Source: an optimization exercise on an open RTL-to-GDS flow (aim: small area, a short achievable clock period and few clock cycles per item). Production flows keep margins and buffers that such runs may drop.
Power is estimated from default activity; no workload was simulated.

maple:
==> flow/design.v <==
package rfc_pkg;
   localparam int DEPTH      = 16;
   localparam int ELEM_WIDTH = 32;
   localparam int PTR_W      = (DEPTH > 1) ? $clog2(DEPTH) : 1;
   localparam int CNT_W      = $clog2(DEPTH + 1);
   localparam int CAP_W      = 5;
   localparam int DATA_W     = 32;
   localparam int STAT_W     = 32;
   localparam int OCC_W      = 5;
   localparam logic [CAP_W-1:0] CAP_RESET = CAP_W'(16);
   localparam logic OP_ENQ = 1'b0;
   localparam logic OP_DEQ = 1'b1;
   localparam logic STATUS_DONE   = 1'b0;
   localparam logic STATUS_REJECT = 1'b1;
   typedef struct packed {
      logic clear;
      logic enq_ok;
      logic enq_full;
      logic deq_ok;
      logic deq_empty;
   } stat_evt_type;
   function automatic logic [CNT_W-1:0] eff_cap(input logic [CAP_W-1:0] cap);
      logic [CNT_W-1:0] res;
      if (cap == '0) begin
         res = CNT_W'(1);
      end else if (int'(cap) > DEPTH) begin
         res = CNT_W'(DEPTH);
      end else begin
         res = CNT_W'(cap);
      end
      eff_cap = res;
   endfunction
   function automatic logic [PTR_W-1:0] next_ptr(input logic [PTR_W-1:0] ptr,
                                                 input logic [CNT_W-1:0] cap);
      logic [CNT_W:0] nx;
      nx = (CNT_W+1)'(ptr) + (CNT_W+1)'(1);
      next_ptr = (nx >= (CNT_W+1)'(cap)) ? '0 : PTR_W'(nx);
   endfunction
endpackage
module rfc_ram #(
   parameter int WIDTH  = 32,
   parameter int DEPTH  = 16,
   parameter int ADDR_W = 4
) (
   input  logic              clock,
   input  logic              wr_en,
   input  logic [ADDR_W-1:0] wr_addr,
   input  logic [WIDTH-1:0]  wr_data,
   input  logic [ADDR_W-1:0] rd_addr,
   output logic [WIDTH-1:0]  rd_data
);
   logic [WIDTH-1:0] mem_ff [DEPTH];
   always_ff @(posedge clock) begin
      if (wr_en) begin
         mem_ff[wr_addr] <= wr_data;
      end
   end
   assign rd_data = mem_ff[rd_addr];
endmodule
module rfc_stats (
   input  logic                         clock,
   input  logic                         reset,
   input  rfc_pkg::stat_evt_type        evt,
   output logic [rfc_pkg::STAT_W-1:0]   enq_ok_cnt,
   output logic [rfc_pkg::STAT_W-1:0]   enq_full_cnt,
   output logic [rfc_pkg::STAT_W-1:0]   deq_ok_cnt,
   output logic [rfc_pkg::STAT_W-1:0]   deq_empty_cnt
);
   logic [rfc_pkg::STAT_W-1:0] enq_ok_ff;
   logic [rfc_pkg::STAT_W-1:0] enq_full_ff;
   logic [rfc_pkg::STAT_W-1:0] deq_ok_ff;
   logic [rfc_pkg::STAT_W-1:0] deq_empty_ff;
   function automatic logic [rfc_pkg::STAT_W-1:0] sat_inc(
      input logic [rfc_pkg::STAT_W-1:0] v);
      sat_inc = (v != '1) ? v + rfc_pkg::STAT_W'(1) : v;
   endfunction
   always_ff @(posedge clock) begin
      if (reset || evt.clear) begin
         enq_ok_ff    <= '0;
         enq_full_ff  <= '0;
         deq_ok_ff    <= '0;
         deq_empty_ff <= '0;
      end else begin
         if (evt.enq_ok)    enq_ok_ff    <= sat_inc(enq_ok_ff);
         if (evt.enq_full)  enq_full_ff  <= sat_inc(enq_full_ff);
         if (evt.deq_ok)    deq_ok_ff    <= sat_inc(deq_ok_ff);
         if (evt.deq_empty) deq_empty_ff <= sat_inc(deq_empty_ff);
      end
   end
   assign enq_ok_cnt    = enq_ok_ff;
   assign enq_full_cnt  = enq_full_ff;
   assign deq_ok_cnt    = deq_ok_ff;
   assign deq_empty_cnt = deq_empty_ff;
endmodule
module ring_fifo_with_counters (
   input  logic                          clock,
   input  logic                          reset,
   input  logic                          csr_wr_en,
   input  logic [rfc_pkg::CAP_W-1:0]     csr_wr_data,
   input  logic                          req_valid,
   output logic                          req_stall,
   input  logic                          req_op,
   input  logic [rfc_pkg::DATA_W-1:0]    req_data_in,
   output logic                          rsp_valid,
   input  logic                          rsp_stall,
   output logic                          rsp_status,
   output logic [rfc_pkg::DATA_W-1:0]    rsp_data_out,
   output logic                          rsp_is_empty,
   output logic                          rsp_is_full,
   output logic [rfc_pkg::OCC_W-1:0]     rsp_occupancy,
   output logic [rfc_pkg::STAT_W-1:0]    rsp_enqueue_count,
   output logic [rfc_pkg::STAT_W-1:0]    rsp_enqueue_full_count,
   output logic [rfc_pkg::STAT_W-1:0]    rsp_dequeue_count,
   output logic [rfc_pkg::STAT_W-1:0]    rsp_dequeue_empty_count
);
   logic [rfc_pkg::CNT_W-1:0]       cap_ff;      
   logic [rfc_pkg::PTR_W-1:0]       wptr_ff;
   logic [rfc_pkg::PTR_W-1:0]       rptr_ff;
   logic [rfc_pkg::CNT_W-1:0]       fill_ff;
   logic                            empty_ff;
   logic                            full_ff;
   logic                            rsp_valid_ff;
   logic                            status_ff;
   logic [rfc_pkg::DATA_W-1:0]      data_ff;
   logic                            accept;
   logic                            is_enq, is_deq;
   logic [rfc_pkg::CNT_W-1:0]       fill_in;
   rfc_pkg::stat_evt_type           evt;
   logic [rfc_pkg::ELEM_WIDTH-1:0]  rd_data;
   assign req_stall = rsp_valid_ff && rsp_stall;
   assign accept    = req_valid && !req_stall;
   assign is_enq    = accept && (req_op == rfc_pkg::OP_ENQ);
   assign is_deq    = accept && (req_op == rfc_pkg::OP_DEQ);
   always_comb begin
      evt.clear     = csr_wr_en;
      evt.enq_ok    = is_enq && !full_ff;
      evt.enq_full  = is_enq && full_ff;
      evt.deq_ok    = is_deq && !empty_ff;
      evt.deq_empty = is_deq && empty_ff;
   end
   always_comb begin
      fill_in = fill_ff;
      if (evt.enq_ok) fill_in = fill_ff + rfc_pkg::CNT_W'(1);
      if (evt.deq_ok) fill_in = fill_ff - rfc_pkg::CNT_W'(1);
   end
   always_ff @(posedge clock) begin
      if (reset) begin
         cap_ff       <= rfc_pkg::CNT_W'(rfc_pkg::DEPTH);
         wptr_ff      <= '0;
         rptr_ff      <= '0;
         fill_ff      <= '0;
         empty_ff     <= 1'b1;
         full_ff      <= 1'b0;
         rsp_valid_ff <= 1'b0;
      end else if (csr_wr_en) begin
         cap_ff       <= rfc_pkg::eff_cap(csr_wr_data);
         wptr_ff      <= '0;
         rptr_ff      <= '0;
         fill_ff      <= '0;
         empty_ff     <= 1'b1;
         full_ff      <= 1'b0;
         rsp_valid_ff <= 1'b0;
      end else begin
         rsp_valid_ff <= accept || req_stall;
         if (evt.enq_ok) wptr_ff <= wptr_ff + rfc_pkg::PTR_W'(1);
         if (evt.deq_ok) rptr_ff <= rptr_ff + rfc_pkg::PTR_W'(1);
         fill_ff  <= fill_in;
         empty_ff <= (fill_in == '0);
         full_ff  <= (fill_in == cap_ff);
      end
   end
   always_ff @(posedge clock) begin
      if (!req_stall) begin
         status_ff <= (req_op == rfc_pkg::OP_ENQ) ? full_ff : empty_ff;
         data_ff   <= ((req_op == rfc_pkg::OP_DEQ) && !empty_ff) ? rd_data : '0;
      end
   end
   rfc_ram #(
      .WIDTH  (rfc_pkg::ELEM_WIDTH),
      .DEPTH  (rfc_pkg::DEPTH),
      .ADDR_W (rfc_pkg::PTR_W)
   ) u_ram (
      .clock   (clock),
      .wr_en   (!fill_ff[rfc_pkg::CNT_W-1]),
      .wr_addr (wptr_ff),
      .wr_data (req_data_in[rfc_pkg::ELEM_WIDTH-1:0]),
      .rd_addr (rptr_ff),
      .rd_data (rd_data)
   );
   rfc_stats u_stats (
      .clock         (clock),
      .reset         (reset),
      .evt           (evt),
      .enq_ok_cnt    (rsp_enqueue_count),
      .enq_full_cnt  (rsp_enqueue_full_count),
      .deq_ok_cnt    (rsp_dequeue_count),
      .deq_empty_cnt (rsp_dequeue_empty_count)
   );
   assign rsp_valid     = rsp_valid_ff;
   assign rsp_status    = status_ff;
   assign rsp_data_out  = data_ff;
   assign rsp_is_empty  = empty_ff;
   assign rsp_is_full   = full_ff;
   assign rsp_occupancy = rfc_pkg::OCC_W'(fill_ff);
endmodule
==> flow/config.mk <==
export PLATFORM = sky130hd
export DESIGN_NAME = ring_fifo_with_counters
export DESIGN_NICKNAME = ring_fifo_with_counters
export VERILOG_FILES = /design/flow/design.v
export SDC_FILE = /design/flow/constraint.sdc
export NUM_CORES = 4
export LEC_CHECK = 0
export ABC_CLOCK_PERIOD_IN_PS = 2200
export CAP_MARGIN = 20
export CORE_MARGIN = 2
export CORE_UTILIZATION = 40
export SETUP_SLACK_MARGIN = 1.6
export SLEW_MARGIN = 20
==> flow/constraint.sdc <==
create_clock -name core_clock -period 4.0 [get_ports {clock}]
set_input_delay 0.8000 -clock core_clock [delete_from_list [all_inputs] [get_ports {clock}]]
set_output_delay 0.8000 -clock core_clock [all_outputs]
set_load 0.01 [all_outputs]
run.sh (not shown) runs the stock make flow with config.mk's settings and CLKGATE_MAP_FILE= SYNTH_SCRIPT=/design/flow/synth_recipe.tcl, a recipe that flattens the netlist after the stock synthesis.
Looking at the reports, maple completed the entire flow and the layout it produced met the timing, design-rule and antenna checks.
Here is what was changed in the inputs of zinc compared with maple.
- changing CORE_UTILIZATION from 40 to 65
- changing SETUP_SLACK_MARGIN from 1.6 to 1.8
==> flow/flow/run.sh (new file) <==
#!/bin/bash
# Own layout flow: the standard ORFS layout (standard.sh), except that the
# ports are buffered with a plain buffer cell instead of the resizer's default
# pick (a slow delay cell), and the resizer may swap cells across footprints
# so that timing repair can resize those buffers.
set -euo pipefail
export BUFFER_PORTS_ARGS="-buffer_cell sky130_fd_sc_hd__buf_2"
export MAKEFLAGS="MATCH_CELL_FOOTPRINT=0"
bash standard.sh > flow_make.log 2>&1
==> flow/standard.sh (new file) <==
#!/bin/bash
# synth_recipe.tcl (not shown) runs the flow's synth.tcl, then flattens the netlist and writes it again
# the make line also repeats each setting of config.mk as NAME=value (left out here)
make -C /OpenROAD-flow-scripts/flow DESIGN_CONFIG=/design/flow/config.mk WORK_HOME=/design/flow/orfs CLKGATE_MAP_FILE= SYNTH_SCRIPT=/design/flow/synth_recipe.tcl "${@:-finish}"
removed: flow/run.sh
Notes after the runs:
- Cmp zinc vs maple: count of fill cells added during filler insertion lower in zinc
- Per the comparison of zinc with maple, final cell count went down; proportion of cell area spent on the clock network went down.
- For the hold slack, zinc came in 8.1 ps lower than maple did.
- Of the two values seen for cell with the largest stage delay on the worst path, sky130_fd_sc_hd__clkdlybuf4s50_1 was produced by maple and sky130_fd_sc_hd__mux4_2 by zinc.
- When zinc is measured against maple, its combinational power turns out 6.0% lower.
- Clock-buffer cell count, zinc vs maple: up by a few percent
- Compared with maple, zinc shows a higher maximum fanout along the worst path.
- Of zinc and maple, maple shows the higher total clock buffers created by CTS, with zinc below it.
Edits applied to the flow inputs when going from zinc to cedar:
- SETUP_SLACK_MARGIN changed from 1.8 to 1.6
==> flow/run.sh (new file) <==
#!/bin/bash
# synth_recipe.tcl (not shown) runs the flow's synth.tcl, then flattens the netlist and writes it again
# the make line also repeats each setting of config.mk as NAME=value (left out here)
make -C /OpenROAD-flow-scripts/flow DESIGN_CONFIG=/design/flow/config.mk WORK_HOME=/design/flow/orfs CLKGATE_MAP_FILE= SYNTH_SCRIPT=/design/flow/synth_recipe.tcl finish
removed: flow/flow/run.sh
removed: flow/standard.sh
--- outcome ---
The capture point of the critical path comes out req_stall in one run and data_ff[5]$_SDFFCE_PN0N_ in the other, namely in cedar and zinc respectively.
Total power divided by cell area was higher in zinc than in cedar.
Of zinc and cedar, the higher global-route wire length before repair belongs to zinc.
Compare zinc and cedar | clock buffer count in the final layout higher: zinc
Compared with zinc, cedar has less setup slack.
cedar vs zinc, type of the tightest min-delay check: reg -> reg vs in -> reg
cedar vs. zinc: critical path required time shrank by 1170 ps, final estimated routing congestion in global placement moved up.
Re sequential group share of total power: cedar is 0.6 points up on zinc.
Taking zinc as the reference, in cedar mean number of vias per cell shows no meaningful change, static leakage shows a reduction of 0.00011 uW.
> inputs changed (cedar -> sierra)
- SETUP_SLACK_MARGIN now 1.8, was 1.6
==> flow/flow/run.sh (new file) <==
#!/bin/bash
# Own layout flow: the standard ORFS layout (standard.sh), except that the
# ports are buffered with a plain buffer cell instead of the resizer's default
# pick (a slow delay cell).
set -euo pipefail
export BUFFER_PORTS_ARGS="-buffer_cell sky130_fd_sc_hd__buf_2"
bash standard.sh > flow_make.log 2>&1
==> flow/standard.sh (new file) <==
#!/bin/bash
# synth_recipe.tcl (not shown) runs the flow's synth.tcl, then flattens the netlist and writes it again
# the make line also repeats each setting of config.mk as NAME=value (left out here)
make -C /OpenROAD-flow-scripts/flow DESIGN_CONFIG=/design/flow/config.mk WORK_HOME=/design/flow/orfs CLKGATE_MAP_FILE= SYNTH_SCRIPT=/design/flow/synth_recipe.tcl "${@:-finish}"
removed: flow/run.sh
The share of cell area taken by flip-flops and latches in sierra sits 0.57 points above the value recorded for cedar.
The worst setup path startpoint comes out rptr_ff[0]$_SDFFE_PP0P_ in one run and rsp_valid_ff$_SDFF_PP0_ in the other, namely in sierra and cedar respectively.
Going from cedar to sierra, combinational power share went down 0.3 points; design area went down about 1.3%; wire length on met2 went up 3.6%; register-to-register slack went up 130 ps; clock power went up about 6%.
Function was not checked in any run of this note: the RTL went through the layout flow alone.

## re-timing with driven ports
Ports are ideal in the flow. The routed layouts listed here were re-timed in OpenROAD. Step 1, drivers: a clkbuf_16 drives clock and a buf_2 each remaining input, both assumed. Step 2 also shifts input and output timing later by t, the mid clock arrival at the registers, as if the neighbouring blocks saw the same clock. Slacks: no drivers / after step 1 / after step 2; pairs: no drivers / after step 1.
run | shift t [ns] | setup WS [ns] | hold WS [ns] | slew at the worst register clock pin (ns) | pins driven straight from the clock port
maple | 0.678 | 1.517 / 1.453 / 1.162 | 0.461 / 0.432 / 0.488 | 0.06 / 0.06 | 1
zinc | 0.669 | 1.710 / 1.710 / 1.325 | 0.453 / 0.419 / 0.472 | 0.07 / 0.07 | 1
cedar | 0.655 | 1.557 / 1.496 / 0.952 | 0.487 / 0.487 / 0.487 | 0.07 / 0.07 | 1
sierra | 0.657 | 1.751 / 1.751 / 1.214 | 0.457 / 0.434 / 0.475 | 0.07 / 0.07 | 1
After both steps every run listed still meets setup and hold. For cedar, which loses most, drivers alone change the setup slack by -0.061 ns; drivers and shift together by -0.605 ns.
